Background: an optimization exercise with open tools, aiming at small area. Do not read the settings as production practice.
At most, simulation tests tie the RTL to the original design; equivalence was not proved.
Function not checked in runs 2 to 4: the RTL went through the layout flow alone.
Power and IR drop assume default switching activity.

### design/flow/config.mk
export PLATFORM = sky130hd
export DESIGN_NAME = addr_fetch_unit
export DESIGN_NICKNAME = addr_fetch_unit
export VERILOG_FILES = /design/flow/design.v
export SDC_FILE = /design/flow/constraint.sdc
export NUM_CORES = 4
export LEC_CHECK = 0
export CAP_MARGIN = 20
export CORE_MARGIN = 2
export CORE_UTILIZATION = 40
export SETUP_SLACK_MARGIN = 0.5
export SLEW_MARGIN = 20
### design/flow/constraint.sdc
create_clock -name core_clock -period 10.0 [get_ports {Clock}]
set_input_delay 2.0000 -clock core_clock [delete_from_list [all_inputs] [get_ports {Clock}]]
set_output_delay 2.0000 -clock core_clock [all_outputs]
set_load 0.01 [all_outputs]
### design/flow/design.v
package afu_pkg;
  localparam logic [1:0] FS_DEC  = 2'b00;
  localparam logic [1:0] FS_INC  = 2'b01;
  localparam logic [1:0] FS_LOAD = 2'b10;
  localparam logic [1:0] FS_CLR  = 2'b11;
  localparam logic [1:0] SEL_AR     = 2'b00;
  localparam logic [1:0] SEL_SP     = 2'b01;
  localparam logic [1:0] SEL_PCPAST = 2'b10;
  localparam logic [1:0] SEL_PC     = 2'b11;
  localparam int RS_PCPAST = 0;
  localparam int RS_SP     = 1;
  localparam int RS_AR     = 2;
  localparam int RS_PC     = 3;
endpackage
module nbit_reg
#(
  parameter int W = 8
) (
  input  logic         clock,
  input  logic         reset_n,
  input  logic         enable,
  input  logic [1:0]   funsel,
  input  logic [W-1:0] din,
  output logic [W-1:0] q
);
  always_ff @(posedge clock) begin
    if (!reset_n) begin
      q <= '0;
    end else if (enable) begin
      case (funsel)
        afu_pkg::FS_DEC:  q <= q - W'(1);
        afu_pkg::FS_INC:  q <= q + W'(1);
        afu_pkg::FS_LOAD: q <= din;
        afu_pkg::FS_CLR:  q <= '0;
        default: q <= q;
      endcase
    end
  end
endmodule
module addr_fetch_unit
#(
  parameter int ADDR_W = 8,
  parameter int DATA_W = 8
) (
  input  logic                Clock,
  input  logic                Reset_n,
  input  logic [DATA_W-1:0]   ARF_In,
  input  logic [1:0]          ARF_OutASel,
  input  logic [1:0]          ARF_OutBSel,
  input  logic [1:0]          ARF_FunSel,
  input  logic [3:0]          ARF_RSel,
  input  logic [DATA_W-1:0]   Mem_Data,
  input  logic                Mem_WR,
  input  logic                Mem_CS,
  input  logic [1:0]          IR_Funsel,
  input  logic                IR_Enable,
  input  logic                IR_LH,
  output logic [DATA_W-1:0]   ARF_OutA,
  output logic [DATA_W-1:0]   ARF_OutB,
  output logic [DATA_W-1:0]   Mem_Out,
  output logic [2*DATA_W-1:0] IR_Out
);
  localparam int IR_W  = 2 * DATA_W;
  localparam int DEPTH = 2 ** ADDR_W;
  logic [DATA_W-1:0] pc, ar, sp, pc_past;
  logic [ADDR_W-1:0] mem_addr;
  logic [DATA_W-1:0] mem [DEPTH];
  logic [DATA_W-1:0] ir_src;
  logic [IR_W-1:0]   ir;
  nbit_reg #(.W(DATA_W)) u_pc (
    .clock(Clock), .reset_n(Reset_n), .enable(ARF_RSel[afu_pkg::RS_PC]),
    .funsel(ARF_FunSel), .din(ARF_In), .q(pc)
  );
  nbit_reg #(.W(DATA_W)) u_ar (
    .clock(Clock), .reset_n(Reset_n), .enable(ARF_RSel[afu_pkg::RS_AR]),
    .funsel(ARF_FunSel), .din(ARF_In), .q(ar)
  );
  nbit_reg #(.W(DATA_W)) u_sp (
    .clock(Clock), .reset_n(Reset_n), .enable(ARF_RSel[afu_pkg::RS_SP]),
    .funsel(ARF_FunSel), .din(ARF_In), .q(sp)
  );
  nbit_reg #(.W(DATA_W)) u_pc_past (
    .clock(Clock), .reset_n(Reset_n), .enable(ARF_RSel[afu_pkg::RS_PCPAST]),
    .funsel(ARF_FunSel), .din(ARF_In), .q(pc_past)
  );
  always_comb begin
    ARF_OutA = ar;
    case (ARF_OutASel)
      afu_pkg::SEL_AR:     ARF_OutA = ar;
      afu_pkg::SEL_SP:     ARF_OutA = sp;
      afu_pkg::SEL_PCPAST: ARF_OutA = pc_past;
      afu_pkg::SEL_PC:     ARF_OutA = pc;
      default:    ARF_OutA = ar;
    endcase
  end
  always_comb begin
    ARF_OutB = ar;
    case (ARF_OutBSel)
      afu_pkg::SEL_AR:     ARF_OutB = ar;
      afu_pkg::SEL_SP:     ARF_OutB = sp;
      afu_pkg::SEL_PCPAST: ARF_OutB = pc_past;
      afu_pkg::SEL_PC:     ARF_OutB = pc;
      default:    ARF_OutB = ar;
    endcase
  end
  assign mem_addr = ARF_OutB[ADDR_W-1:0];
  always_ff @(posedge Clock) begin
    if (Reset_n && !Mem_CS && Mem_WR) begin
      mem[mem_addr] <= Mem_Data;
    end
  end
  assign Mem_Out = (!Mem_CS && !Mem_WR) ? mem[mem_addr] : '0;
  assign ir_src = Mem_CS ? '0 : mem[mem_addr];
  always_ff @(posedge Clock) begin
    if (!Reset_n) begin
      ir <= '0;
    end else if (IR_Enable) begin
      case (IR_Funsel)
        afu_pkg::FS_DEC:  ir <= ir - IR_W'(1);
        afu_pkg::FS_INC:  ir <= ir + IR_W'(1);
        afu_pkg::FS_LOAD: begin
          if (IR_LH) ir[IR_W-1:DATA_W] <= ir_src;
          else       ir[DATA_W-1:0]    <= ir_src;
        end
        afu_pkg::FS_CLR:  ir <= '0;
        default: ir <= ir;
      endcase
    end
  end
  assign IR_Out = ir;
endmodule
### design/flow/run.sh
#!/bin/bash
# synth_recipe.tcl (not shown) runs the flow's synth.tcl, then flattens the netlist and writes it again
# the make line also repeats each setting of config.mk as NAME=value (left out here)
make -C /OpenROAD-flow-scripts/flow DESIGN_CONFIG=/design/flow/config.mk WORK_HOME=/design/flow/orfs CLKGATE_MAP_FILE= SYNTH_SCRIPT=/design/flow/synth_recipe.tcl finish
==> impl.org, run 1 <==
** Clock network
- Number of levels the H-tree was split into :: 4
- CTS saw 2096 sinks.
- The tree is rooted in a sky130_fd_sc_hd__clkbuf_16.
- The clock passes through at most 3 buffers.
- Clock tree from TritonCTS :: done
- Clock transition at the registers of the reported paths :: 60 ps
- CTS Buf Count :: 213
- After clock tree synthesis, the setup repair step added 0 buffers.
- Clock latency on the worst-skew pair, taken at its later pin, is 890 ps.

** Floorplanning
- The region available for standard cell placement spans 212500 um^2.
- The initial utilization of the core area, before any placement, comes to 0.4031.
- Io pins :: 74
- Measured along the y axis, the die boundary spans 466.8 um.
- In this run the core area contains 169 standard-cell rows.
- DIE AREA :: 217900 um^2
- In this run the horizontal extent of the chip is 466.8 um.

** Timing
- Measured against its own limit, the worst slew margin works out to 0.07040.
- The tightest hold path in the finished design has a slack of 534.8 ps.
- Slew Limit Fails :: 0
- On the final layout, the worst clock skew is 53.34 ps.
- After layout, the worst setup slack is 510.8 ps.
- Slew at the pin closest to its max-slew limit :: 1377 ps
- Number of hold violations in the final report :: 0
- For the final routed database, the setup TNS stands at 0 ps.
- Setup repair after global routing left no endpoint under its margin.
- Post-route clock period utilization :: 0.9489
- Based on the critical path, the design can be clocked at up to 0.1054 GHz.
- Setup violations remaining at the end of the flow were counted as 0.
- Clock period minus final worst setup slack :: 9489 ps

** Synth
- Post-synth EDFFs :: 2048
- Synthesized Nets :: 5247
- Proportion of synthesized flip-flops having asynchronous set or reset :: 0
- Yosys printed 2 warnings.
- Top FF cell, synth :: sky130_fd_sc_hd__edfxtp_1
- In this run, synthesis produced a sequential element count of 2096.
- Post-Synthesis Cell Area :: 85670 um^2
- The number of different library cells used by synthesis comes to 91.
- Synthesis produced 5183 cells.
- Per-instance average area after synthesis :: 16.53 um^2
- Part of the Yosys area used for sequential elements :: 0.7290

** Placement
- At the end of routability-driven placement, the weighted congestion stood at 0.9618.
- Input/output buffers :: 73
- Dpl hpwl :: 178700 um
- Worst slack at placement :: 143.2 ps
- Placed cell areas :: 89900 um^2

** Final layout
- Most common cell after layout, fill and taps aside :: sky130_fd_sc_hd__edfxtp_1
- After routing the design area is 96810 um^2.
- Final standard cell utilization of the core :: 0.4556
- Area Overhead vs Synth :: 13.00%
- The net count of the finished layout is 5433.
- In the final layout, the share of cells above drive strength 1 is 0.1438.
- The library cells used most frequently in the layout, excluding fill and tap cells, are 2048 x sky130_fd_sc_hd__edfxtp_1, 536 x sky130_fd_sc_hd__nand2_1, 505 x sky130_fd_sc_hd__mux2i_1, 347 x sky130_fd_sc_hd__nor2_1, 214 x sky130_fd_sc_hd__clkbuf_16.

** Detailed routing
- Number of nets with antenna violations after detailed routing :: 0
- Detailed routing inserted a total of 50750 vias.
- Dividing the detail-routed wire length by the instance count gives 33.29 um.
- The detailed router finished its first iteration with 7761 violations.
- For this run, design rule violations remaining after detail routing come to 0.
- Total detailed-routing wirelength :: 278500 um
- For this run, the detailed router's first-pass iteration total came to 8.
- After detailed routing, the number of vias per cell comes to 6.065.

** Flow run
- The tool flagged a number of max-cap violations equal to 0.

** Worst setup path
- Number of cells traversed by the worst register-to-register path :: 9
- The worst setup path is launched from an input port.
- Top fanout value on the critical path :: 76
- In this run the critical register-to-register path is launched from u_pc.q[1]$_SDFFE_PN0P_.
- Data on the critical path is required at its endpoint by 8000 ps.
- Kind of capture point of the worst setup path :: output pin
- The endpoint identified for the worst register-to-register timing path is mem[114][7]$_DFFE_PP_.
- Traced cell by cell, the critical path runs through clkdlybuf4s50_1 > buf_4 > mux2_8 > clkinv_16 > buf_12 > mux2i_1 > o22ai_1 > o21ai_0 > nand4_1 > a311oi_1 > o31ai_1 > buf_4 > nand2_1 > nor2_1 > clkdlybuf4s50_1.
- The worst register-to-register path has a setup slack of 5110 ps.
- The critical path in this run is classified as in2out.
- Critical path's largest stage delay :: 760 ps
- STA puts the critical path data arrival time at 7490 ps.
- The slowest stage of the critical path belongs to the cell sky130_fd_sc_hd__a311oi_1.

** Worst hold path
- Worst-case hold path end point :: u_ar.q[2]$_SDFFE_PN0P_
- The path class of the tightest hold or removal check is reg2reg.
- Hold path cells :: 2
- Startpoint of the tightest hold check path :: u_ar.q[2]$_SDFFE_PN0P_

** Power
- Summed over all cells, the static leakage comes to 30.91 nW.
- For this design the ratio of total power to cell area is 205.3 nW/um^2.
- Largest voltage drop on the vdd net :: 196.1 uV

** Global route
- The via count of the first global-routing pass was 48250.
- First-pass GRT wire length :: 386600 um
- The initial antenna violation count came to 17.
- Largest net degree at the start of global routing :: 185
- After global routing the overflow that remains totals 0.
- Global-route usage over all layers :: 0.2518

** Run status
- The run finished with no timing, DRC or antenna violations.
what timing repair did:
| action | CTS | global route |
|---|---|---|
| endpoints found under the setup margin | 4 | 7 |
| gates cloned | 0 | 0 |
| hold buffers | 0 | 0 |
| gates resized for setup | 3 | 10 |
worst max-delay path: cells and delay by family:
kind	cells	cell delay (ps)
buffers and inverters	6	2310
AOI/OAI and AO/OA	4	1540
muxes	2	880
and+or+nand+nor	3	510
stage by stage:
step	instances	total power [W]
3_3_place_gp	7972	0.01212
6_report	8368	0.01987
5_1_grt	8364	0.02030
3_5_place_dp	7974	0.01213
4_1_cts	8363	0.01986
2_1_floorplan	5183	0.01110
per-layer routing:
layer | GRT usage | vias up | wire length [um]
li1 | - | 20740 | -
met1 | 0.3468 | 26130 | 109400
met2 | 0.3665 | 3275 | 121000
met3 | 0.07460 | 605 | 33990
met4 | 0.1167 | 8 | 14050
met5 | 0 | - | 55
registers in the layout, summed over array words and instances, names as in the netlist:
register	count
mem	2048
u_ar.q	8
u_pc_past.q	8
u_sp.q	8
u_pc.q	8
ir	16
synth_stat cells, types with 22 or more instances:
cell type	count	area, um^2
sky130_fd_sc_hd__buf_6	55	619.3
sky130_fd_sc_hd__nor3_1	22	110.1
sky130_fd_sc_hd__a211oi_1	86	645.6
sky130_fd_sc_hd__nor2b_1	82	513.0
sky130_fd_sc_hd__o22ai_1	65	406.6
sky130_fd_sc_hd__a311oi_1	35	306.5
sky130_fd_sc_hd__nor2_1	353	1325
sky130_fd_sc_hd__mux4_2	207	4662
sky130_fd_sc_hd__nand3_1	97	485.5
sky130_fd_sc_hd__o21ai_0	94	470.5
sky130_fd_sc_hd__dfxtp_1	48	960.9
sky130_fd_sc_hd__ha_1	26	325.3
sky130_fd_sc_hd__a31oi_1	72	450.4
sky130_fd_sc_hd__clkbuf_1	119	446.7
sky130_fd_sc_hd__a21oi_1	151	755.7
sky130_fd_sc_hd__edfxtp_1	2048	61500
sky130_fd_sc_hd__buf_4	34	255.2
sky130_fd_sc_hd__mux2i_1	506	5065
sky130_fd_sc_hd__a22oi_1	58	435.4
sky130_fd_sc_hd__buf_2	72	360.4
sky130_fd_sc_hd__and3_1	26	162.7
sky130_fd_sc_hd__nand2_1	537	2016
cell families after synthesis:
family | share of synthesized area
xor+xnor | 0.002862
mux | 0.1161
fa+ha+maj | 0.004732
compound gates | 0.05662
buf+inv | 0.02757
flops | 0.7290
simple gates | 0.06309
power by group:
group / internal (W) / leakage [nW] / total [W] / switching (W)
clock: 0.00441 / 3.32 / 0.00785 / 0.00345
sequential: 0.00966 / 18.8 / 0.00969 / 0.0000292
combinational: 0.000726 / 8.80 / 0.00233 / 0.00161
worst max-delay path by stage:
stage	start	end	slack, ps	cells past startpoint
2_1_floorplan	ARF_OutBSel[1]	Mem_Out[3]	3530	10
3_3_place_gp	ARF_OutBSel[1]	Mem_Out[6]	60	15
3_5_place_dp	ARF_OutBSel[1]	Mem_Out[6]	140	15
4_1_cts	ARF_OutBSel[1]	Mem_Out[6]	420	14
5_1_grt	ARF_OutBSel[0]	Mem_Out[1]	500	16
6_report	ARF_OutBSel[0]	Mem_Out[1]	510	15
layout make-up:
type | count | area, um^2
fillers | 18190 | 115700
flip-flops and latches | 2096 | 62460
multi-input cells | 2736 | 21030
clock buffers | 263 | 5539
well taps | 2821 | 3530
repair buffers | 297 | 2815
clock inverters | 126 | 1287
inverters | 25 | 135.1
diodes | 4 | 10.01
==> run 2: changes to the inputs <==
--- a/design/flow/design.v
+++ b/design/flow/design.v
@@ -104,13 +104,27 @@
     endcase
   end
   assign mem_addr = ARF_OutB[ADDR_W-1:0];
+  logic [DEPTH-1:0]  row_sel;
+  logic [DATA_W-1:0] rd_data;
+  logic [DATA_W-1:0] wr_data;
+  logic              wr_en;
+  afu_row_dec #(.ADDR_W(ADDR_W)) u_dec (.addr(mem_addr), .sel(row_sel));
+  for (genvar c = 0; c < DATA_W; c++) begin : g_rd
+    logic [DEPTH-1:0] col;
+    for (genvar r = 0; r < DEPTH; r++) begin : g_col
+      assign col[r] = mem[r][c];
+    end
+    afu_rd_bit #(.N(DEPTH)) u_rd (.sel(row_sel), .d(col), .y(rd_data[c]));
+  end
+  assign wr_en   = Reset_n && !Mem_CS && Mem_WR;
+  assign wr_data = wr_en ? Mem_Data : rd_data;
   always_ff @(posedge Clock) begin
-    if (Reset_n && !Mem_CS && Mem_WR) begin
-      mem[mem_addr] <= Mem_Data;
-    end
-  end
-  assign Mem_Out = (!Mem_CS && !Mem_WR) ? mem[mem_addr] : '0;
-  assign ir_src = Mem_CS ? '0 : mem[mem_addr];
+    for (int r = 0; r < DEPTH; r++) begin
+      if (row_sel[r]) mem[r] <= wr_data;
+    end
+  end
+  assign Mem_Out = (!Mem_CS && !Mem_WR) ? rd_data : '0;
+  assign ir_src = Mem_CS ? '0 : rd_data;
   always_ff @(posedge Clock) begin
     if (!Reset_n) begin
       ir <= '0;
@@ -129,3 +143,80 @@
   end
   assign IR_Out = ir;
 endmodule
+module afu_row_dec
+#(
+  parameter int ADDR_W = 8
+) (
+  input  logic [ADDR_W-1:0]    addr,
+  output logic [2**ADDR_W-1:0] sel
+);
+  localparam int LO_W = ADDR_W / 2;
+  localparam int HI_W = ADDR_W - LO_W;
+  logic [2**LO_W-1:0] lo_n;
+  logic [2**HI_W-1:0] hi_n;
+  afu_predec #(.W(LO_W)) u_lo (.a(addr[LO_W-1:0]),      .y_n(lo_n));
+  afu_predec #(.W(HI_W)) u_hi (.a(addr[ADDR_W-1:LO_W]), .y_n(hi_n));
+  for (genvar h = 0; h < 2**HI_W; h++) begin : g_h
+    for (genvar l = 0; l < 2**LO_W; l++) begin : g_l
+      afu_nor2 u_nor (.a(hi_n[h]), .b(lo_n[l]), .y(sel[h*2**LO_W+l]));
+    end
+  end
+endmodule
+module afu_predec
+#(
+  parameter int W = 4
+) (
+  input  logic [W-1:0]    a,
+  output logic [2**W-1:0] y_n
+);
+  always_comb begin
+    for (int i = 0; i < 2**W; i++) y_n[i] = (a != W'(i));
+  end
+endmodule
+module afu_nor2 (
+  input  logic a,
+  input  logic b,
+  output logic y
+);
+  assign y = !(a || b);
+endmodule
+module afu_rd_bit
+#(
+  parameter int N = 256
+) (
+  input  logic [N-1:0] sel,
+  input  logic [N-1:0] d,
+  output logic         y
+);
+  localparam int G  = N / 3;           
+  localparam int R  = N - 3 * G;       
+  localparam int NG = G + (R > 0);
+  logic [NG-1:0] g_n;
+  for (genvar g = 0; g < G; g++) begin : g_aoi
+    afu_aoi222 u_aoi (
+      .a0(sel[3*g]), .b0(d[3*g]), .a1(sel[3*g+1]), .b1(d[3*g+1]),
+      .a2(sel[3*g+2]), .b2(d[3*g+2]), .y(g_n[g])
+    );
+  end
+  if (R == 1) begin : g_r1
+    assign g_n[G] = !(sel[3*G] && d[3*G]);
+  end else if (R == 2) begin : g_r2
+    assign g_n[G] = !((sel[3*G] && d[3*G]) || (sel[3*G+1] && d[3*G+1]));
+  end
+  afu_or_n_tree #(.N(NG)) u_tree (.a_n(g_n), .y(y));
+endmodule
+module afu_aoi222 (
+  input  logic a0, b0, a1, b1, a2, b2,
+  output logic y
+);
+  assign y = !((a0 && b0) || (a1 && b1) || (a2 && b2));
+endmodule
+module afu_or_n_tree
+#(
+  parameter int N = 86
+) (
+  input  logic [N-1:0] a_n,
+  output logic         y
+);
+  assign y = !(&a_n);
+endmodule
--- a/design/flow/config.mk
+++ b/design/flow/config.mk
@@ -8,5 +8,7 @@
 export CAP_MARGIN = 20
 export CORE_MARGIN = 2
 export CORE_UTILIZATION = 40
+export CTS_BUF_LIST = sky130_fd_sc_hd__clkbuf_4 sky130_fd_sc_hd__clkbuf_8
 export SETUP_SLACK_MARGIN = 0.5
 export SLEW_MARGIN = 20
+export SYNTH_HIERARCHICAL = 1
==> impl.org, run 2 <==
** Global route
- Antenna violations before repair :: 11 (was 17)
- First-pass GRT wire length :: 279700 um (was 386600 um)
- The largest net degree at the start of global routing was 138 (was 185).
- The total grt overflow was 0 (unchanged).
- The global-route usage over all layers was 0.1924 (was 0.2518).
- The via count of the first global-routing pass is 42280 (was 48250).

** Power
- The internal power contribution was 0.01565 W (was 0.01479 W).
- Static leakage :: 28.48 nW (was 30.91 nW)
- The total power density per cell area was 235.2 nW/um^2 (was 205.3 nW/um^2).
- The worst vdd rail ir drop came to 392.2 uV (was 196.1 uV).
- Share of total power in the clock network :: 0.340 (was 0.395)
- The switching part of the total power came to 0.2569 (was 0.2557).
- Register share of total power :: 0.536 (was 0.488)
- The proportion of power drawn by combinational gates was 0.124 (was 0.117).
- The total net switching power is 0.005411 W (was 0.005081 W).

** Timing
- The transition time of the tightest slew-check pin came to 1142 ps (was 1377 ps).
- Setup clock skew after layout :: 92.08 ps (was 53.34 ps)
- Setup repair after global routing missed its margin :: yes (was no)
- Achievable frequency :: 0.1052 GHz (was 0.1054 GHz)
- The relative slew slack is 0.2390 (was 0.07040).
- The shortest period the worst path allows came to 9504 ps (was 9489 ps).
- Slew Limit Fails :: 0 (unchanged)
- Number of hold violations in the final report :: 0 (unchanged)
- The final period utilization was 0.9504 (was 0.9489).
- Number of failing setup endpoints in the final timing report :: 0 (unchanged)

** Final layout
- Total number of nets in the final design :: 4674 (was 5433)
- The register containing the most flip-flops in the final layout is mem (unchanged).
- Area taken by multi-input logic gates :: 13540 um^2 (was 21030 um^2)
- Commonest cells after routing, fill and taps aside: 2048 x sky130_fd_sc_hd__edfxtp_1, 680 x sky130_fd_sc_hd__a222oi_1, 364 x sky130_fd_sc_hd__buf_4, 363 x sky130_fd_sc_hd__clkbuf_8, 267 x sky130_fd_sc_hd__nor2_1 (was 2048 x sky130_fd_sc_hd__edfxtp_1, 536 x sky130_fd_sc_hd__nand2_1, 505 x sky130_fd_sc_hd__mux2i_1, 347 x sky130_fd_sc_hd__nor2_1, 214 x sky130_fd_sc_hd__clkbuf_16).
- Largest register FFs :: 2048 (unchanged)
- Largest registers :: mem: 2048 flops, ir: 16 flops (unchanged)
- The share of layout cells above drive strength 1 is 0.2046 (was 0.1438).
- The number of inserted filler cells in the final layout is 15730 (was 18190).
- The final non-filler cell area was 89580 um^2 (was 96810 um^2).
- Area Overhead vs Synth :: 17.96% (was 13.00%)
- The share of the core filled with cells came to 0.4760 (was 0.4556).
- The register cell area after layout came to 62460 um^2 (unchanged).
- Most common cell after layout, fill and taps aside :: sky130_fd_sc_hd__edfxtp_1 (unchanged)

** Synth
- The synthesized area was 75940 um^2 (was 85670 um^2).
- Most common library cells after synthesis :: 2048 x sky130_fd_sc_hd__edfxtp_1, 680 x sky130_fd_sc_hd__a222oi_1, 289 x sky130_fd_sc_hd__nor2_1 (was 2048 x sky130_fd_sc_hd__edfxtp_1, 537 x sky130_fd_sc_hd__nand2_1, 506 x sky130_fd_sc_hd__mux2i_1)
- Synthesized Nets :: 3910 (was 5247)
- The cell with the most instances after synthesis is sky130_fd_sc_hd__edfxtp_1 (unchanged).
- The sequential-to-total area share from yosys stat came to 0.8225 (was 0.7290).
- Post-synthesis instance total :: 3846 (was 5183)
- The async set-or-reset flop fraction in the synthesized netlist was 0 (unchanged).
- The synthesized area per cell is 19.74 um^2 (was 16.53 um^2).
- The most used flip-flop cell after synthesis is sky130_fd_sc_hd__edfxtp_1 (unchanged).
- Register bit count reported by yosys :: 2096 (unchanged)
- The leading area contributor after synthesis is sky130_fd_sc_hd__edfxtp_1 (unchanged).
- The number of enable-type register cells in the synthesized netlist was 2048 (unchanged).
- The number of unique standard cell types used by synthesis is 79 (was 91).
- Leading cell types by total area after synthesis: sky130_fd_sc_hd__edfxtp_1 81%, sky130_fd_sc_hd__a222oi_1 9.0%, sky130_fd_sc_hd__nand4_1 1.6%, sky130_fd_sc_hd__nor2_1 1.4%, sky130_fd_sc_hd__dfxtp_1 1.3% (was sky130_fd_sc_hd__edfxtp_1 72%, sky130_fd_sc_hd__mux2i_1 5.9%, sky130_fd_sc_hd__mux4_2 5.4%, sky130_fd_sc_hd__nand2_1 2.4%, sky130_fd_sc_hd__nor2_1 1.5%).
- The Yosys warning count came to 10 (was 2).
- The area share of the largest cell type after synthesis is 0.8099 (was 0.7178).

** Run status
- Result of the run :: complete, no violations (unchanged)

** Floorplanning
- Number of standard-cell rows in the floorplan :: 159 (was 169)
- Floorplan die width :: 439.7 um (was 466.8 um)
- Io pins :: 74 (unchanged)
- Floorplan die height :: 439.7 um (was 466.8 um)
- The die area was 193300 um^2 (was 217900 um^2).
- The starting density of the core is 0.4035 (was 0.4031).
- Placeable core area :: 188200 um^2 (was 212500 um^2)

** Detailed routing
- Number of DRC violations after detailed routing :: 0 (unchanged)
- Via count normalized by instance count :: 6.005 (was 6.065)
- Wire length per cell after detailed routing :: 25.96 um (was 33.29 um)
- Number of detailed-routing iterations run before antenna repair :: 10 (was 8)
- Total detailed-routing wirelength :: 190500 um (was 278500 um)
- Number of nets with antenna violations after detailed routing :: 0 (unchanged)
- The detailed router's first-iteration violation count was 7147 (was 7761).
- The via total after detailed routing is 44080 (was 50750).

** Clock network
- Number of buffers on the longest clock path :: 4 (was 3)
- The number of sinks handled by clock tree synthesis is 2096 (unchanged).
- Clock transition at the registers of the reported paths :: 60 ps (about the same)
- Number of levels the H-tree was split into :: 5 (was 4)
- Clock latency (worst-skew pair) :: 1050 ps (was 890 ps)
- The number of buffers created by CTS was 348 (was 213).
- CTS root buf :: sky130_fd_sc_hd__clkbuf_8 (was sky130_fd_sc_hd__clkbuf_16)
- The TritonCTS clock tree was done (unchanged).
- The hold buffer count at cts was 0 (unchanged).

** Worst setup path
- Setup CP Type :: in2out (unchanged)
- The destination of the worst register-to-register timing path is mem[15][1]$_DFFE_PP_ (was mem[114][7]$_DFFE_PP_).
- Kind of capture point of the worst setup path :: output pin (unchanged)
- The buffers plus inverters on the worst setup path came to 7 (was 6).
- Worst Path Required :: 8000 ps (about the same)
- Number of cells traversed by the worst register-to-register path :: 13 (was 9)
- The startpoint type of the worst setup path is an input port (unchanged).
- Critical path's largest stage delay :: 650 ps (was 760 ps)
- Crit-path cells :: clkdlybuf4s15_2 > buf_4 > mux4_2 > nand4bb_4 > buf_4 > nor2_1 > buf_4 > a222oi_1 > nand4_1 > nor4_1 > buf_4 > nand4_1 > buf_4 > or4_1 > and2_1 > clkdlybuf4s50_1 (was clkdlybuf4s50_1 > buf_4 > mux2_8 > clkinv_16 > buf_12 > mux2i_1 > o22ai_1 > o21ai_0 > nand4_1 > a311oi_1 > o31ai_1 > buf_4 > nand2_1 > nor2_1 > clkdlybuf4s50_1)
- Top fanout value on the critical path :: 16 (was 76)
- Endpoint arrival time on the critical path :: 7500 ps (was 7490 ps)
- The cell family contributing the most delay on the critical path was simple AND/OR/NAND/NOR gates (was buffers and inverters).
- The minimum setup slack among reg-to-reg paths came to 3480 ps (was 5110 ps).
- Crit path top cell by count :: sky130_fd_sc_hd__buf_4
- Slowest stage cell, crit path :: sky130_fd_sc_hd__mux4_2 (was sky130_fd_sc_hd__a311oi_1)
- The launch point of the worst reg-to-reg path is u_pc_past.q[0]$_SDFFE_PN0P_ (was u_pc.q[1]$_SDFFE_PN0P_).

** Placement
- Placed cell areas :: 82700 um^2 (was 89900 um^2)
- Dpl hpwl :: 113300 um (was 178700 um)
- Gp weighted congestion :: 0.8559 (was 0.9618)
- Input/output buffers :: 73 (unchanged)

** Worst hold path
- Startpoint of the tightest hold check path :: ir[14]$_SDFFE_PN0P_ (was u_ar.q[2]$_SDFFE_PN0P_)
- The hold-critical path endpoint is ir[14]$_SDFFE_PN0P_ (was u_ar.q[2]$_SDFFE_PN0P_).
- Class of the tightest hold or removal check :: reg2reg (unchanged)
- Hold path cells :: 2 (unchanged)

** Flow run
- Number of max-capacitance violations reported :: 0 (unchanged)
-- run 2: changes by cell type in the layout (fill, tap and decap cells not counted), moves of 107 or more --
cell                        change
sky130_fd_sc_hd__a21oi_1      -107
sky130_fd_sc_hd__a222oi_1     +680
sky130_fd_sc_hd__buf_4        +171
sky130_fd_sc_hd__clkbuf_16    -214
sky130_fd_sc_hd__clkbuf_8     +355
sky130_fd_sc_hd__mux2i_1      -494
sky130_fd_sc_hd__mux4_2       -191
sky130_fd_sc_hd__nand2_1      -482
sky130_fd_sc_hd__nand4_1      +169
-- run 2: power groups by stage --
stage	Combinational, W	Clock [W]	Sequential, W
3_3_place_gp	0.00256	0	0.0115
3_5_place_dp	0.00265	0	0.0115
5_1_grt	0.00283	0.00770	0.0113
6_report	0.00262	0.00717	0.0113
2_1_floorplan	0.00111	0	0.0116
4_1_cts	0.00266	0.00732	0.0113
-- run 2: final cells by class --
cell class | instances | area share
diodes | 2 | 0.00005587
flip-flops and latches | 2096 | 0.6973
inverters | 25 | 0.001048
repair buffers | 457 | 0.04298
multi-input cells | 1682 | 0.1511
clock buffers | 464 | 0.06424
well taps | 2495 | 0.03485
clock inverters | 119 | 0.008409
-- run 2: worst max path at each step --
stage                         from    endpoint  slack, ps  cells past startpoint
global placement    ARF_OutBSel[0]  Mem_Out[5]       -350                     14
detailed placement  ARF_OutBSel[0]  Mem_Out[5]       -280                     14
global route        ARF_OutBSel[0]  Mem_Out[5]        410                     16
floorplan           ARF_OutBSel[0]  Mem_Out[0]       2290                     10
CTS                 ARF_OutBSel[0]  Mem_Out[5]        500                     14
finish              ARF_OutBSel[0]  Mem_Out[5]        500                     16
-- run 2: cell families (layout without fill, tap and decap cells) --
logic type / after synthesis / count (layout) / share of synthesized area
DFF: 2096 / 2096 / 0.8225
buffers and inverters: 70 / 1065 / 0.004630
other: 0 / 2 / 0
AOI/OAI and AO/OA: 874 / 874 / 0.1070
and+or+nand+nor: 722 / 722 / 0.05091
xor gates and xnor gates: 19 / 19 / 0.002191
adders and majority gates: 30 / 30 / 0.005339
muxes: 35 / 37 / 0.007382
-- run 2: Yosys stat by module (local to each module, per instance), excerpt --
module	flops+latches	cells	times used
afu_nor2	0	1	256
afu_aoi222	0	1	680
addr_fetch_unit	2064	2286	1
-- run 2: tightest hold or removal path, delay by kind of cell, from the launching register on --
| kind | cells | cell delay, ps |
|---|---|---|
| compound gates | 1 | 60 |
| simple gates | 1 | 80 |
| flops | 1 | 370 |
-- run 2: repair_timing --
item,in CTS,in global routing
buffers inserted,8,6
gates cloned,2,0
endpoints found under the hold margin,0,0
gates resized for setup,19,6
pin swaps,2,8
setup endpoints to repair,8,6
-- run 2: metal layers --
layer,up-vias,global-route usage,part of all wire
met3,249,0.03691,0.084
met1,22680,0.2807,0.43
met5,-,0,0.00014
met2,2023,0.2941,0.46
li1,19120,-,-
met4,4,0.05562,0.020
-- run 2: metrics by stage --
stage	hold slack, ps	total power, W	worst slack (ps)	std cells	TNS, ps
floorplan	514.4	0.01270	2293	3846	0
global placement	538.0	0.01401	-348.1	6738	-1139
detailed placement	551.3	0.01411	-280.6	6738	-582.3
CTS	560.2	0.02126	503.9	7331	0
global route	593.5	0.02181	410.6	7340	0
finish	553.1	0.02106	495.6	7340	0
==> run 3: changes to the inputs <==
--- a/design/flow/design.v
+++ b/design/flow/design.v
@@ -23,19 +23,91 @@
   input  logic [W-1:0] din,
   output logic [W-1:0] q
 );
+  logic         k_keep, k_cnt, k_load;
+  logic [W-1:0] d;
+  assign k_cnt  = reset_n && enable && !funsel[1];
+  assign k_keep = reset_n && (!enable || !funsel[1]);
+  assign k_load = reset_n && enable && (funsel == afu_pkg::FS_LOAD);
+  afu_count_next #(.W(W)) u_next (
+    .q(q), .up(funsel[0]), .k_cnt(k_cnt), .k_keep({W{k_keep}}),
+    .k_load({W{k_load}}), .din(din), .d(d)
+  );
   always_ff @(posedge clock) begin
-    if (!reset_n) begin
-      q <= '0;
-    end else if (enable) begin
-      case (funsel)
-        afu_pkg::FS_DEC:  q <= q - W'(1);
-        afu_pkg::FS_INC:  q <= q + W'(1);
-        afu_pkg::FS_LOAD: q <= din;
-        afu_pkg::FS_CLR:  q <= '0;
-        default: q <= q;
-      endcase
-    end
-  end
+    q <= d;
+  end
+endmodule
+module afu_count_next
+#(
+  parameter int W = 8
+) (
+  input  logic [W-1:0] q,
+  input  logic         up,
+  input  logic         k_cnt,
+  input  logic [W-1:0] k_keep,
+  input  logic [W-1:0] k_load,
+  input  logic [W-1:0] din,
+  output logic [W-1:0] d
+);
+  logic [W-1:0] c;    
+  logic [W-1:0] p;    
+  logic [W-1:0] y;    
+  assign c[0] = k_cnt;
+  for (genvar i = 0; i < W; i++) begin : g_bit
+    if (i % 2 == 0) begin : g_even
+      if (i < W - 1) begin : g_p
+        afu_xnor2 u_p (.a(q[i]), .b(up), .y(p[i]));
+        afu_nand2 u_c (.a(c[i]), .b(p[i]), .y(c[i+1]));
+      end else begin : g_nop
+        assign p[i] = 1'b0;
+      end
+      afu_xor2 u_y (.a(q[i]), .b(c[i]), .y(y[i]));
+    end else begin : g_odd
+      if (i < W - 1) begin : g_p
+        afu_xor2 u_p (.a(q[i]), .b(up), .y(p[i]));
+        afu_nor2 u_c (.a(c[i]), .b(p[i]), .y(c[i+1]));
+      end else begin : g_nop
+        assign p[i] = 1'b0;
+      end
+      afu_xnor2 u_y (.a(q[i]), .b(c[i]), .y(y[i]));
+    end
+    afu_ao22 u_d (.a0(k_keep[i]), .b0(y[i]), .a1(k_load[i]), .b1(din[i]), .y(d[i]));
+  end
+endmodule
+module afu_nand2 (
+  input  logic a, b,
+  output logic y
+);
+  assign y = !(a && b);
+endmodule
+module afu_nor2 (
+  input  logic a, b,
+  output logic y
+);
+  assign y = !(a || b);
+endmodule
+module afu_xor2 (
+  input  logic a, b,
+  output logic y
+);
+  assign y = a ^ b;
+endmodule
+module afu_xnor2 (
+  input  logic a, b,
+  output logic y
+);
+  assign y = !(a ^ b);
+endmodule
+module afu_ao22 (
+  input  logic a0, b0, a1, b1,
+  output logic y
+);
+  assign y = (a0 && b0) || (a1 && b1);
+endmodule
+module afu_aoi222 (
+  input  logic a0, b0, a1, b1, a2, b2,
+  output logic y
+);
+  assign y = !((a0 && b0) || (a1 && b1) || (a2 && b2));
 endmodule
 module addr_fetch_unit
 #(
@@ -65,7 +137,6 @@
   logic [DATA_W-1:0] pc, ar, sp, pc_past;
   logic [ADDR_W-1:0] mem_addr;
   logic [DATA_W-1:0] mem [DEPTH];
-  logic [DATA_W-1:0] ir_src;
   logic [IR_W-1:0]   ir;
   nbit_reg #(.W(DATA_W)) u_pc (
     .clock(Clock), .reset_n(Reset_n), .enable(ARF_RSel[afu_pkg::RS_PC]),
@@ -124,22 +195,22 @@
     end
   end
   assign Mem_Out = (!Mem_CS && !Mem_WR) ? rd_data : '0;
-  assign ir_src = Mem_CS ? '0 : rd_data;
+  logic [IR_W-1:0] ir_d;
+  logic            ir_cnt, ir_ld, keep_lo, keep_hi, load_lo, load_hi;
+  assign ir_cnt  = Reset_n && IR_Enable && !IR_Funsel[1];
+  assign ir_ld   = IR_Enable && (IR_Funsel == afu_pkg::FS_LOAD);
+  assign keep_lo = Reset_n && (!IR_Enable || !IR_Funsel[1] || (ir_ld && IR_LH));
+  assign keep_hi = Reset_n && (!IR_Enable || !IR_Funsel[1] || (ir_ld && !IR_LH));
+  assign load_lo = Reset_n && ir_ld && !IR_LH && !Mem_CS;
+  assign load_hi = Reset_n && ir_ld && IR_LH && !Mem_CS;
+  afu_count_next #(.W(IR_W)) u_ir_next (
+    .q(ir), .up(IR_Funsel[0]), .k_cnt(ir_cnt),
+    .k_keep({{DATA_W{keep_hi}}, {DATA_W{keep_lo}}}),
+    .k_load({{DATA_W{load_hi}}, {DATA_W{load_lo}}}),
+    .din({rd_data, rd_data}), .d(ir_d)
+  );
   always_ff @(posedge Clock) begin
-    if (!Reset_n) begin
-      ir <= '0;
-    end else if (IR_Enable) begin
-      case (IR_Funsel)
-        afu_pkg::FS_DEC:  ir <= ir - IR_W'(1);
-        afu_pkg::FS_INC:  ir <= ir + IR_W'(1);
-        afu_pkg::FS_LOAD: begin
-          if (IR_LH) ir[IR_W-1:DATA_W] <= ir_src;
-          else       ir[DATA_W-1:0]    <= ir_src;
-        end
-        afu_pkg::FS_CLR:  ir <= '0;
-        default: ir <= ir;
-      endcase
-    end
+    ir <= ir_d;
   end
   assign IR_Out = ir;
 endmodule
@@ -173,13 +244,6 @@
     for (int i = 0; i < 2**W; i++) y_n[i] = (a != W'(i));
   end
 endmodule
-module afu_nor2 (
-  input  logic a,
-  input  logic b,
-  output logic y
-);
-  assign y = !(a || b);
-endmodule
 module afu_rd_bit
 #(
   parameter int N = 256
@@ -205,12 +269,6 @@
   end
   afu_or_n_tree #(.N(NG)) u_tree (.a_n(g_n), .y(y));
 endmodule
-module afu_aoi222 (
-  input  logic a0, b0, a1, b1, a2, b2,
-  output logic y
-);
-  assign y = !((a0 && b0) || (a1 && b1) || (a2 && b2));
-endmodule
 module afu_or_n_tree
 #(
   parameter int N = 86
--- a/design/flow/config.mk
+++ b/design/flow/config.mk
@@ -8,7 +8,9 @@
 export CAP_MARGIN = 20
 export CORE_MARGIN = 2
 export CORE_UTILIZATION = 40
-export CTS_BUF_LIST = sky130_fd_sc_hd__clkbuf_4 sky130_fd_sc_hd__clkbuf_8
+export CTS_BUF_LIST = sky130_fd_sc_hd__clkbuf_16
+export CTS_CLUSTER_DIAMETER = 100
+export CTS_CLUSTER_SIZE = 30
 export SETUP_SLACK_MARGIN = 0.5
 export SLEW_MARGIN = 20
 export SYNTH_HIERARCHICAL = 1
==> impl.org, run 3 <==
** Final layout
- Largest register FFs :: 2048 (unchanged)
- Largest registers :: mem: 2048 flops, ir: 16 flops (unchanged)
- The commonest non-fill, non-tap cell in the layout is sky130_fd_sc_hd__edfxtp_1 (unchanged).
- The register containing the most flip-flops in the final layout is mem (unchanged).
- Final-layout fill cell count :: 15470 (was 15730)
- Design Area, Final :: 84680 um^2 (was 89580 um^2)
- Commonest cells after routing, fill and taps aside: 2048 x sky130_fd_sc_hd__edfxtp_1, 680 x sky130_fd_sc_hd__a222oi_1, 401 x sky130_fd_sc_hd__buf_4, 255 x sky130_fd_sc_hd__nor2_1, 178 x sky130_fd_sc_hd__nand4_1 (was 2048 x sky130_fd_sc_hd__edfxtp_1, 680 x sky130_fd_sc_hd__a222oi_1, 364 x sky130_fd_sc_hd__buf_4, 363 x sky130_fd_sc_hd__clkbuf_8, 267 x sky130_fd_sc_hd__nor2_1).
- Area Overhead vs Synth :: 14.10% (was 17.96%)
- Total number of nets in the final design :: 4179 (was 4674)
- Layout cell share with drive strength beyond 1 :: 0.1504 (was 0.2046)

** Detailed routing
- Number of nets with antenna violations after detailed routing :: 0 (unchanged)
- The met2 layer wire length in the routed design came to 84640 um (was 88340 um).
- Total detailed-routing wirelength :: 180000 um (was 190500 um)
- Number of detailed-routing iterations run before antenna repair :: 10 (unchanged)
- The via total after detailed routing is 40650 (was 44080).
- Number of DRC violations after detailed routing :: 0 (unchanged)
- DRC marker count from the first detailed-route iteration :: 6527 (was 7147)
- The detail-routed via count per cell was 6.096 (was 6.005).
- Wire length per cell after detailed routing :: 26.99 um (was 25.96 um)
- Met1 Routed Length :: 79200 um (was 82230 um)
- Highest routed layer :: met4 (was met5)
- The wire length on met3 is 13480 um (was 16030 um).

** Timing
- The count of endpoints failing setup in the final report is 0 (unchanged).
- Achievable frequency :: 0.1072 GHz (was 0.1052 GHz)
- Clock period minus final worst setup slack :: 9332 ps (was 9504 ps)
- The transition time of the tightest slew-check pin was 1070 ps (was 1142 ps).
- The max-slew violation count is 0 (unchanged).
- Setup repair after global routing missed its margin: no (was yes).
- Setup clock skew after layout :: 59.61 ps (was 92.08 ps)
- The final-report hold violation count was 0 (unchanged).
- Post-route clock period utilization :: 0.9332 (was 0.9504)
- Max transition margin :: 0.2802 (was 0.2390)
- The smallest setup slack after layout was 668.1 ps (was 495.6 ps).

** Run status
- Result of the run :: complete, no violations (unchanged)

** Synth
- The cell with the most instances after synthesis is sky130_fd_sc_hd__edfxtp_1 (unchanged).
- The number of nets produced by synthesis is 3589 (was 3910).
- Unique cell type count in the Yosys netlist :: 30 (was 79)
- Post-synthesis instance total :: 3555 (was 3846)
- The area share of the largest cell type after synthesis was 0.8286 (was 0.8099).
- Post-Synthesis Cell Area :: 74220 um^2 (was 75940 um^2)
- Yosys top cell by area :: sky130_fd_sc_hd__edfxtp_1 (unchanged)
- Register bit count reported by yosys :: 2096 (unchanged)
- Post-synth EDFFs :: 2048 (unchanged)
- The synthesized area per cell was 20.88 um^2 (was 19.74 um^2).
- The most used flip-flop cell after synthesis is sky130_fd_sc_hd__edfxtp_1 (unchanged).
- The async set-or-reset flop fraction in the synthesized netlist is 0 (unchanged).
- Leading cell types by total area after synthesis :: sky130_fd_sc_hd__edfxtp_1 83%, sky130_fd_sc_hd__a222oi_1 9.2%, sky130_fd_sc_hd__nand4_1 1.5%, sky130_fd_sc_hd__nor2_1 1.4%, sky130_fd_sc_hd__dfxtp_1 1.3% (was sky130_fd_sc_hd__edfxtp_1 81%, sky130_fd_sc_hd__a222oi_1 9.0%, sky130_fd_sc_hd__nand4_1 1.6%, sky130_fd_sc_hd__nor2_1 1.4%, sky130_fd_sc_hd__dfxtp_1 1.3%)
- Most common library cells after synthesis :: 2048 x sky130_fd_sc_hd__edfxtp_1, 680 x sky130_fd_sc_hd__a222oi_1, 278 x sky130_fd_sc_hd__nor2_1 (was 2048 x sky130_fd_sc_hd__edfxtp_1, 680 x sky130_fd_sc_hd__a222oi_1, 289 x sky130_fd_sc_hd__nor2_1)
- Part of the Yosys area used for sequential elements :: 0.8416 (was 0.8225)
- The Yosys warning count was 10 (unchanged).

** Worst setup path
- The peak per-stage delay on the critical path is 740 ps (was 650 ps).
- WP buf/inv :: 8 (was 7)
- The cell family contributing the most delay on the critical path is simple AND/OR/NAND/NOR gates (unchanged).
- The worst endpoint data arrival time is 7330 ps (was 7500 ps).
- Worst Path Required :: 8000 ps (about the same)
- FF-to-FF End :: mem[180][4]$_DFFE_PP_ (was mem[15][1]$_DFFE_PP_)
- Launch instance of the worst register-to-register path :: u_pc.q[0]$_DFF_P_ (was u_pc_past.q[0]$_SDFFE_PN0P_)
- The minimum setup slack among reg-to-reg paths was 3830 ps (was 3480 ps).
- The startpoint type of the worst setup path is an input port (unchanged).
- Crit path top cell by count :: sky130_fd_sc_hd__buf_4 (unchanged)
- Kind of capture point of the worst setup path :: output pin (unchanged)
- The kind of critical path is in2out (unchanged).
- The cell with the largest stage delay on the worst path is sky130_fd_sc_hd__a222oi_1 (was sky130_fd_sc_hd__mux4_2).
- The cell count of the worst reg-to-reg path was 17 (was 13).
- Crit-path cells: dlymetal6s2s_1 > clkbuf_16 > mux4_2 > buf_4 > buf_4 > nand4bb_4 > buf_12 > buf_4 > nor2_2 > a222oi_1 > nand4_1 > nor4_4 > nand4_1 > buf_4 > or4_4 > and2_1 > clkdlybuf4s50_1 (was clkdlybuf4s15_2 > buf_4 > mux4_2 > nand4bb_4 > buf_4 > nor2_1 > buf_4 > a222oi_1 > nand4_1 > nor4_1 > buf_4 > nand4_1 > buf_4 > or4_1 > and2_1 > clkdlybuf4s50_1).
- Top fanout value on the critical path :: 10 (was 16)

** Global route
- The largest net degree at the start of global routing is 122 (was 138).
- Antenna violations before repair :: 1 (was 11)
- The via count of the first global-routing pass was 38420 (was 42280).
- The total grt overflow came to 0 (unchanged).
- The global-route usage over all layers came to 0.1846 (was 0.1924).
- First-pass GRT wire length :: 264800 um (was 279700 um)

** Clock network
- Clock tree from TritonCTS :: done (unchanged)
- Number of levels the H-tree was split into :: 3 (was 5)
- Total clock sinks :: 2096 (unchanged)
- The CTS root buffer was sky130_fd_sc_hd__clkbuf_16 (was sky130_fd_sc_hd__clkbuf_8).
- The clock transition at the register clock pins on the worst setup and hold paths after CTS was 110 ps (was 60 ps).
- The clock latency on the worst-skew pair came to 760 ps (was 1050 ps).
- The maximum root-to-sink buffer count was 3 (was 4).
- The number of buffers created by CTS is 81 (was 348).
- Hold buffer count at CTS :: 0 (unchanged)

** Floorplanning
- Floorplan die width :: 434.7 um (was 439.7 um)
- The die extent in y is 434.7 um (was 439.7 um).
- The die area is 189000 um^2 (was 193300 um^2).
- The number of placed I/O pins was 74 (unchanged).
- Placeable core area :: 184800 um^2 (was 188200 um^2)
- The floorplan row count is 158 (was 159).
- Initial core utilization :: 0.4015 (was 0.4035)

** Worst hold path
- The class of the most critical hold timing path is reg2reg (unchanged).
- Worst-case hold path end point :: ir[15]$_DFF_P_ (was ir[14]$_SDFFE_PN0P_)
- The hold path startpoint is ir[15]$_DFF_P_ (was ir[14]$_SDFFE_PN0P_).
- The depth of the worst hold-timing path was 2 (unchanged).

** Power
- Power Density :: 197.9 nW/um^2 (was 235.2 nW/um^2)
- The worst vdd rail ir drop came to 213.6 uV (was 392.2 uV).
- The static leakage was 26.23 nW (was 28.48 nW).

** Placement
- The number of port buffers is 73 (unchanged).
- The placer congestion estimate came to 0.7943 (was 0.8559).
- Worst slack at placement :: -224.5 ps (was -280.6 ps)
- Dpl hpwl :: 110600 um (was 113300 um)
- Placed cell areas :: 81270 um^2 (was 82700 um^2)

** Flow run
- The count of maximum capacitance violations was 0 (unchanged).
## run 3: cell types whose count changed after synthesis, moves of 20 or more
cell / before / now
sky130_fd_sc_hd__xor2_1: 7 / 43
sky130_fd_sc_hd__o21ai_0: 42 / 0
sky130_fd_sc_hd__inv_1: 25 / 1
sky130_fd_sc_hd__ha_1: 26 / 0
sky130_fd_sc_hd__a22o_1: 2 / 48
sky130_fd_sc_hd__a21oi_1: 43 / 0
sky130_fd_sc_hd__nand3_1: 23 / 0
sky130_fd_sc_hd__nor3_1: 20 / 0
sky130_fd_sc_hd__xnor2_1: 12 / 48
## run 3: timing repair
action	CTS	global route
setup buffers	49	11
setup endpoints to repair	8	8
cloned	2	1
gates resized for setup	56	21
pin swaps	29	37
## run 3: area by class of cell
class	instances	area, um^2	share of cell area
Tap cell	2480	3103	0.03664
Inverter	1	3.754	0.00004433
Clock buffer	82	2052	0.02423
Sequential cell	2096	62460	0.7376
Timing Repair Buffer	517	4468	0.05276
Multi-Input combinational cell	1448	12310	0.1453
Antenna cell	1	2.502	0.00002955
Clock inverter	44	284.0	0.003354
## run 3: stage by stage
step | power [W] | instances | hold WS, ps | setup TNS (ps) | util
after CTS | 0.01688 | 6655 | 646.4 | 0 | 0.4566
after floorplan | 0.01177 | 3555 | 565.3 | 0 | -
after global routing | 0.01728 | 6668 | 684.0 | 0 | 0.4581
after detailed placement | 0.01288 | 6478 | 602.4 | -712.4 | 0.4397
after global placement | 0.01281 | 6477 | 598.4 | -1219 | 0.4394
final | 0.01675 | 6669 | 627.0 | 0 | 0.4581
## run 3: worst max-delay path by stage
stage / from / endpoint / slack [ps] / depth (start not counted)
after global placement: ARF_OutBSel[0] / Mem_Out[1] / -490 / 13
after global routing: ARF_OutBSel[1] / Mem_Out[4] / 570 / 17
final: ARF_OutBSel[0] / Mem_Out[1] / 670 / 17
after floorplan: ARF_OutBSel[0] / Mem_Out[0] / 2640 / 10
after detailed placement: ARF_OutBSel[0] / Mem_Out[6] / -220 / 14
after CTS: ARF_OutBSel[0] / Mem_Out[6] / 480 / 16
## run 3: cell families after synthesis
group | share of synthesized area
flip-flops | 0.8416
AO/OA/AOI/OAI | 0.09798
AND/OR/NAND/NOR | 0.04211
XOR/XNOR | 0.01074
multiplexers | 0.006474
buffers and inverters | 0.001096
## run 3: power breakdown
group | switching, W | total [W] | internal, W
registers | 0.0000200 | 0.0108 | 0.0108
clock network | 0.00253 | 0.00407 | 0.00154
logic | 0.00151 | 0.00189 | 0.000375
## run 3: per-module statistics from Yosys, one instance, submodules excluded, excerpt
module,cell area (um^2),cells inside,flip-flops and latches
addr_fetch_unit,62460,2113,2064
afu_nand2,3.754,1,0
afu_xnor2,8.758,1,0
afu_nor2,3.754,1,0
afu_aoi222,10.01,1,0
afu_ao22,8.758,1,0
afu_xor2,8.758,1,0
## run 3: worst reg2reg max path, stage by stage (launching register included)
cell                        delay [ps]
sky130_fd_sc_hd__dfxtp_1           470
sky130_fd_sc_hd__mux4_2            370
sky130_fd_sc_hd__buf_4             140
sky130_fd_sc_hd__buf_4             120
sky130_fd_sc_hd__nand4bb_4         140
sky130_fd_sc_hd__buf_4             210
sky130_fd_sc_hd__buf_4             170
sky130_fd_sc_hd__nor2_1             50
sky130_fd_sc_hd__buf_4             210
sky130_fd_sc_hd__a222oi_1          570
sky130_fd_sc_hd__nand4_1           550
sky130_fd_sc_hd__nor4_2            400
sky130_fd_sc_hd__nand4_1           280
sky130_fd_sc_hd__buf_4             230
sky130_fd_sc_hd__or4_1             610
sky130_fd_sc_hd__buf_4             200
sky130_fd_sc_hd__mux2_8            500
sky130_fd_sc_hd__buf_12            500
## run 3: metal layers
metal  vias up  global-route usage
met2      1618              0.2886
li1      17420                   -
met3       145             0.02370
met5         -                   0
met1     21470              0.2785
met4         0             0.03732
==> run 4: changes to the inputs <==
==> design/flow/config.mk (replaced) <==
export PLATFORM = sky130hd
export DESIGN_NAME = addr_fetch_unit
export DESIGN_NICKNAME = addr_fetch_unit
export VERILOG_FILES = /design/flow/design.v
export SDC_FILE = /design/flow/constraint.sdc
export NUM_CORES = 4
export LEC_CHECK = 0
export CAP_MARGIN = 10
export CORE_MARGIN = 2
export CORE_UTILIZATION = 60
export CTS_BUF_LIST = sky130_fd_sc_hd__clkbuf_16
export CTS_CLUSTER_DIAMETER = 100
export CTS_CLUSTER_SIZE = 30
export SETUP_SLACK_MARGIN = 0.5
export SLEW_MARGIN = 10
export SYNTH_HIERARCHICAL = 1
==> impl.org, run 4 <==
** Run status
- Result of the run: complete, no violations (unchanged).

** Worst setup path
- The required time reported for the critical path endpoint came to 8000 ps (about the same).
- The buffers plus inverters on the worst setup path is 5 (was 8).
- CP Launch Point :: ARF_OutBSel[0] (unchanged)
- Number of cells traversed by the worst register-to-register path :: 14 (was 17)
- Startpoint Class :: input port (unchanged)
- The worst endpoint data arrival time was 7440 ps (was 7330 ps).
- The critical path capture point is Mem_Out[1] (unchanged).
- The cell with the largest stage delay on the worst path is sky130_fd_sc_hd__or4_1 (was sky130_fd_sc_hd__a222oi_1).
- The launch point of the worst reg-to-reg path is u_pc.q[2]$_DFF_P_ (was u_pc.q[0]$_DFF_P_).
- Crit-path cells :: clkdlybuf4s15_2 > mux4_2 > nand4b_1 > buf_12 > nor2_1 > buf_4 > a222oi_1 > nand4_1 > nor4_1 > buf_4 > nand4_1 > or4_1 > and2_1 > clkdlybuf4s50_1 (was dlymetal6s2s_1 > clkbuf_16 > mux4_2 > buf_4 > buf_4 > nand4bb_4 > buf_12 > buf_4 > nor2_2 > a222oi_1 > nand4_1 > nor4_4 > nand4_1 > buf_4 > or4_4 > and2_1 > clkdlybuf4s50_1)
- The minimum setup slack among reg-to-reg paths is 3630 ps (was 3830 ps).
- The kind of critical path is in2out (unchanged).
- The destination of the worst register-to-register timing path was mem[156][3]$_DFFE_PP_ (was mem[180][4]$_DFFE_PP_).
- Count of cell instances traversed by the critical path :: 14 (was 17)
- The critical path endpoint category was an output pin (unchanged).
- The peak per-stage delay on the critical path was 800 ps (was 740 ps).
- The largest fanout on the critical path was 17 (was 10).
- The cell family contributing the most delay on the critical path was simple AND/OR/NAND/NOR gates (unchanged).

** Floorplanning
- The die area was 126500 um^2 (was 189000 um^2).
- Initial core utilization :: 0.6026 (was 0.4015)
- The floorplan row count came to 129 (was 158).
- Placeable core area :: 123200 um^2 (was 184800 um^2)
- The die extent in y was 355.7 um (was 434.7 um).
- The die extent in x was 355.7 um (was 434.7 um).
- The number of placed I/O pins came to 74 (unchanged).

** Detailed routing
- The via total after detailed routing came to 40540 (was 40650).
- Via count normalized by instance count :: 7.058 (was 6.096)
- DRC marker count from the first detailed-route iteration :: 8147 (was 6527)
- The length of the first detailed-routing pass in iterations came to 10 (unchanged).
- Total detailed-routing wirelength :: 181700 um (was 180000 um)
- Wire length per cell after detailed routing :: 31.64 um (was 26.99 um)
- Number of DRC violations after detailed routing :: 0 (unchanged)
- The number of nets still failing antenna checks after routing came to 0 (unchanged).

** Synth
- Most common library cells after synthesis :: 2048 x sky130_fd_sc_hd__edfxtp_1, 680 x sky130_fd_sc_hd__a222oi_1, 278 x sky130_fd_sc_hd__nor2_1 (unchanged)
- Post-synth EDFFs :: 2048 (unchanged)
- The leading area contributor after synthesis is sky130_fd_sc_hd__edfxtp_1 (unchanged).
- Xor-xnor portion of the synthesized cell area :: 0.01074 (unchanged)
- The post-synthesis share of cell area spent on full adders, half adders and majority gates was 0 (unchanged).
- The number of nets produced by synthesis was 3589 (unchanged).
- The post-synthesis sequential element count came to 2096 (unchanged).
- The cell count after synthesis came to 3555 (unchanged).
- The Yosys warning count was 10 (unchanged).
- Mux cell area share after synthesis :: 0.006474 (unchanged)
- The area share of the largest cell type after synthesis came to 0.8286 (unchanged).
- The number of unique standard cell types used by synthesis came to 30 (unchanged).
- Library cell with the highest instance count after synthesis :: sky130_fd_sc_hd__edfxtp_1 (unchanged)
- Simple-Gate Fraction of Synth Area :: 0.04211 (unchanged)
- Leading cell types by total area after synthesis: sky130_fd_sc_hd__edfxtp_1 83%, sky130_fd_sc_hd__a222oi_1 9.2%, sky130_fd_sc_hd__nand4_1 1.5%, sky130_fd_sc_hd__nor2_1 1.4%, sky130_fd_sc_hd__dfxtp_1 1.3% (unchanged).
- Part of the Yosys area used for sequential elements :: 0.8416 (unchanged)
- The synthesized area came to 74220 um^2 (unchanged).
- The largest family of logic cells by synthesized area is compound AO/OA/AOI/OAI gates (unchanged).
- Per-instance average area after synthesis :: 20.88 um^2 (unchanged)
- The compound-cell area share of the yosys netlist is 0.09798 (unchanged).
- The async set-or-reset flop fraction in the synthesized netlist was 0 (unchanged).
- Top FF cell, synth :: sky130_fd_sc_hd__edfxtp_1 (unchanged)

** Final layout
- Largest registers: mem: 2048 flops, ir: 16 flops (unchanged).
- The register containing the most flip-flops in the final layout is mem (unchanged).
- Most common cell after layout, fill and taps aside :: sky130_fd_sc_hd__edfxtp_1 (unchanged)
- The share of layout cells above drive strength 1 is 0.1265 (was 0.1504).
- Area taken by multi-input logic gates :: 11880 um^2 (was 12310 um^2)
- Commonest cells after routing, fill and taps aside :: 2048 x sky130_fd_sc_hd__edfxtp_1, 680 x sky130_fd_sc_hd__a222oi_1, 348 x sky130_fd_sc_hd__buf_4, 278 x sky130_fd_sc_hd__nor2_1, 178 x sky130_fd_sc_hd__nand4_1 (was 2048 x sky130_fd_sc_hd__edfxtp_1, 680 x sky130_fd_sc_hd__a222oi_1, 401 x sky130_fd_sc_hd__buf_4, 255 x sky130_fd_sc_hd__nor2_1, 178 x sky130_fd_sc_hd__nand4_1)
- The layout overhead on the synthesized area came to 11.27% (was 14.10%).
- Largest register FFs :: 2048 (unchanged)
- Area of all sequential standard cells :: 62460 um^2 (unchanged)
- Final-layout fill cell count :: 8024 (was 15470)
- Total number of nets in the final design :: 4109 (was 4179)

** Power
- The worst vdd rail ir drop was 495.7 uV (was 213.6 uV).
- The static leakage is 25.68 nW (was 26.23 nW).
- Internal power component :: 0.01265 W (was 0.01269 W)
- The sequential share of power was 0.649 (was 0.645).
- Power Density :: 201.8 nW/um^2 (was 197.9 nW/um^2)
- The switching part of the total power is 0.2408 (was 0.2425).
- The proportion of power drawn by combinational gates is 0.112 (was 0.113).
- The overall power was 0.01666 W (was 0.01675 W).
- Share of total power in the clock network :: 0.240 (was 0.243)
- Switch Pwr :: 0.004013 W (was 0.004063 W)

** Clock network
- Number of buffers on the longest clock path :: 3 (unchanged)
- The CTS root buffer is sky130_fd_sc_hd__clkbuf_16 (unchanged).
- CTS Buf Count :: 80 (was 81)
- The clock transition at the register clock pins on the worst setup and hold paths after CTS was 100 ps (was 110 ps).
- Total clock sinks :: 2096 (unchanged)
- The TritonCTS clock tree was done (unchanged).
- The clock latency on the worst-skew pair is 710 ps (was 760 ps).
- Number of levels the H-tree was split into :: 3 (unchanged)

** Global route
- Largest net degree at the start of global routing :: 140 (was 122)
- The global-route wire length before repair was 263900 um (was 264800 um).
- The initial antenna violation count was 2 (was 1).
- The global-route usage over all layers was 0.2850 (was 0.1846).
- Number of global-route vias before repair :: 38750 (was 38420)
- Final global-route overflow total :: 0 (unchanged)

** Timing
- Number of failing setup endpoints in the final timing report :: 0 (unchanged)
- Number of hold violations in the final report :: 0 (unchanged)
- Setup clock skew after layout :: 33.43 ps (was 59.61 ps)
- Achievable frequency :: 0.1059 GHz (was 0.1072 GHz)
- Setup repair after global routing missed its margin :: yes (was no)
- Clock period minus final worst setup slack :: 9441 ps (was 9332 ps)
- The max-slew violation count is 0 (unchanged).
- Max transition margin :: 0.1882 (was 0.2802)
- The final period utilization came to 0.9441 (was 0.9332).
- Slew at the pin closest to its max-slew limit :: 1213 ps (was 1070 ps)
- The smallest hold slack was 639.9 ps (was 627.0 ps).

** Worst hold path
- The class of the most critical hold timing path was reg2reg (unchanged).

** Flow run
- Number of max-capacitance violations reported :: 0 (unchanged)

** Placement
- The number of port buffers came to 73 (unchanged).
- The placer congestion estimate came to 0.8531 (was 0.7943).
- Dpl hpwl :: 111300 um (was 110600 um)
## run 4: cell counts after synthesis
Identical to the previous run, type by type.
## run 4: repair_timing
item | CTS | global route
gates resized for setup | 14 | 8
pin swaps | 4 | 9
buffers inserted | 7 | 9
setup endpoints to repair | 8 | 8
hold buffers | 0 | 0
cloned | 0 | 0
## run 4: per-layer routing
metal | track usage | wire length (um) | up-vias
li1 | - | - | 17250
met1 | 0.4310 | 74750 | 21040
met2 | 0.4430 | 86470 | 2071
met3 | 0.04435 | 16330 | 190
met4 | 0.07153 | 4185 | 0
met5 | 0 | 0 | -
## run 4: area by class of cell
cell class,instances,area share
sequential,2096,0.7564
multi-input combinational,1446,0.1439
timing repair buffer,450,0.04741
clock buffer,85,0.02576
tap,1637,0.02480
clock inverter,26,0.001636
antenna,3,0.00009091
inverter,1,0.00004545
## run 4: power groups by stage
stage               Sequential (W)  Clock, W  Combinational, W
floorplan                   0.0111         0          0.000719
global placement            0.0110         0           0.00177
detailed placement          0.0110         0           0.00186
CTS                         0.0108   0.00408           0.00188
global route                0.0108   0.00436           0.00199
finish                      0.0108   0.00399           0.00186
## run 4: how the worst min path moves through the flow
stage                            from                     end  slack (ps)  depth (start not counted)
2_1_floorplan  u_pc_past.q[7]$_DFF_P_  u_pc_past.q[7]$_DFF_P_         570                          2
3_3_place_gp   u_pc_past.q[7]$_DFF_P_  u_pc_past.q[7]$_DFF_P_         600                          2
3_5_place_dp        u_sp.q[7]$_DFF_P_       u_sp.q[7]$_DFF_P_         600                          2
4_1_cts             u_sp.q[7]$_DFF_P_       u_sp.q[7]$_DFF_P_         640                          2
5_1_grt             u_ar.q[5]$_DFF_P_       u_ar.q[5]$_DFF_P_         670                          2
6_report                ir[5]$_DFF_P_           ir[5]$_DFF_P_         640                          2
## run 4: Yosys stat by module (local to each module, per instance), excerpt
module / flops+latches / cells / copies in the design
afu_nand2: 0 / 1 / 24
afu_ao22: 0 / 1 / 48
afu_xnor2: 0 / 1 / 48
addr_fetch_unit: 2064 / 2113 / 1
afu_aoi222: 0 / 1 / 680
afu_xor2: 0 / 1 / 43
afu_nor2: 0 / 1 / 275
## run 4: tightest hold or removal path, cell delays in order, from the launching register on
cell and delay, ps:
sky130_fd_sc_hd__dfxtp_1 350, sky130_fd_sc_hd__xnor2_1 150, sky130_fd_sc_hd__a22o_1 120
## run 4: kinds of logic after synthesis
| logic type | after synthesis |
|---|---|
| compound gates | 734 |
| flops | 2096 |
| buf+inv | 13 |
| simple gates | 597 |
| xor+xnor | 91 |
| mux | 24 |
## run 4: stage by stage
| step | worst slack (ps) | util | instance area (um^2) | setup TNS, ps | cells |
|---|---|---|---|---|---|
| finish | 559.1 | 0.6705 | 82580 | 0 | 5744 |
| global route | 463.2 | 0.6705 | 82570 | 0 | 5741 |
| CTS | 503.2 | 0.6691 | 82400 | 0 | 5727 |
| detailed placement | -393.6 | 0.6495 | 79990 | -1398 | 5609 |
| global placement | -381.0 | 0.6495 | 79990 | -1177 | 5609 |
| floorplan | 2638 | - | 74220 | 0 | 3555 |

[port drivers added, routing unchanged]
In the flow no input, the clock included, has a driving cell. The finished layouts below were timed again as built, in two steps.
Step 1 (the two cells are an assumption about what drives the block):
set clk [get_ports {Clock}]
set_driving_cell -lib_cell sky130_fd_sc_hd__clkbuf_16 $clk
set_driving_cell -lib_cell sky130_fd_sc_hd__buf_2 [delete_from_list [all_inputs] $clk]
Step 2 moves the port delays by t, midway between the first and last clock arrival at a register: inputs arrive t later, outputs are due t later. That takes back most of the time a late clock gives input paths.
a / b / c = ideal ports / drivers / drivers and shift; a / b = the first two.
run | t (ns) | setup WS [ns] | hold WS [ns] | worst register clock-pin slew, ns
run 1 | 0.951 | 0.511 / 0.476 / 0.476 | 0.535 / 0.535 / 0.535 | 0.07 / 0.07
run 2 | 1.074 | 0.496 / 0.469 / 0.469 | 0.553 / 0.553 / 0.553 | 0.07 / 0.07
run 3 | 0.809 | 0.668 / 0.636 / 0.636 | 0.627 / 0.627 / 0.627 | 0.12 / 0.12
run 4 | 0.774 | 0.559 / 0.531 / 0.531 | 0.640 / 0.640 / 0.640 | 0.12 / 0.12
After both steps every run listed still meets setup and hold. The setup slack of run 1, which loses most, moves by -0.035 ns with the drivers and by -0.035 ns with both steps.
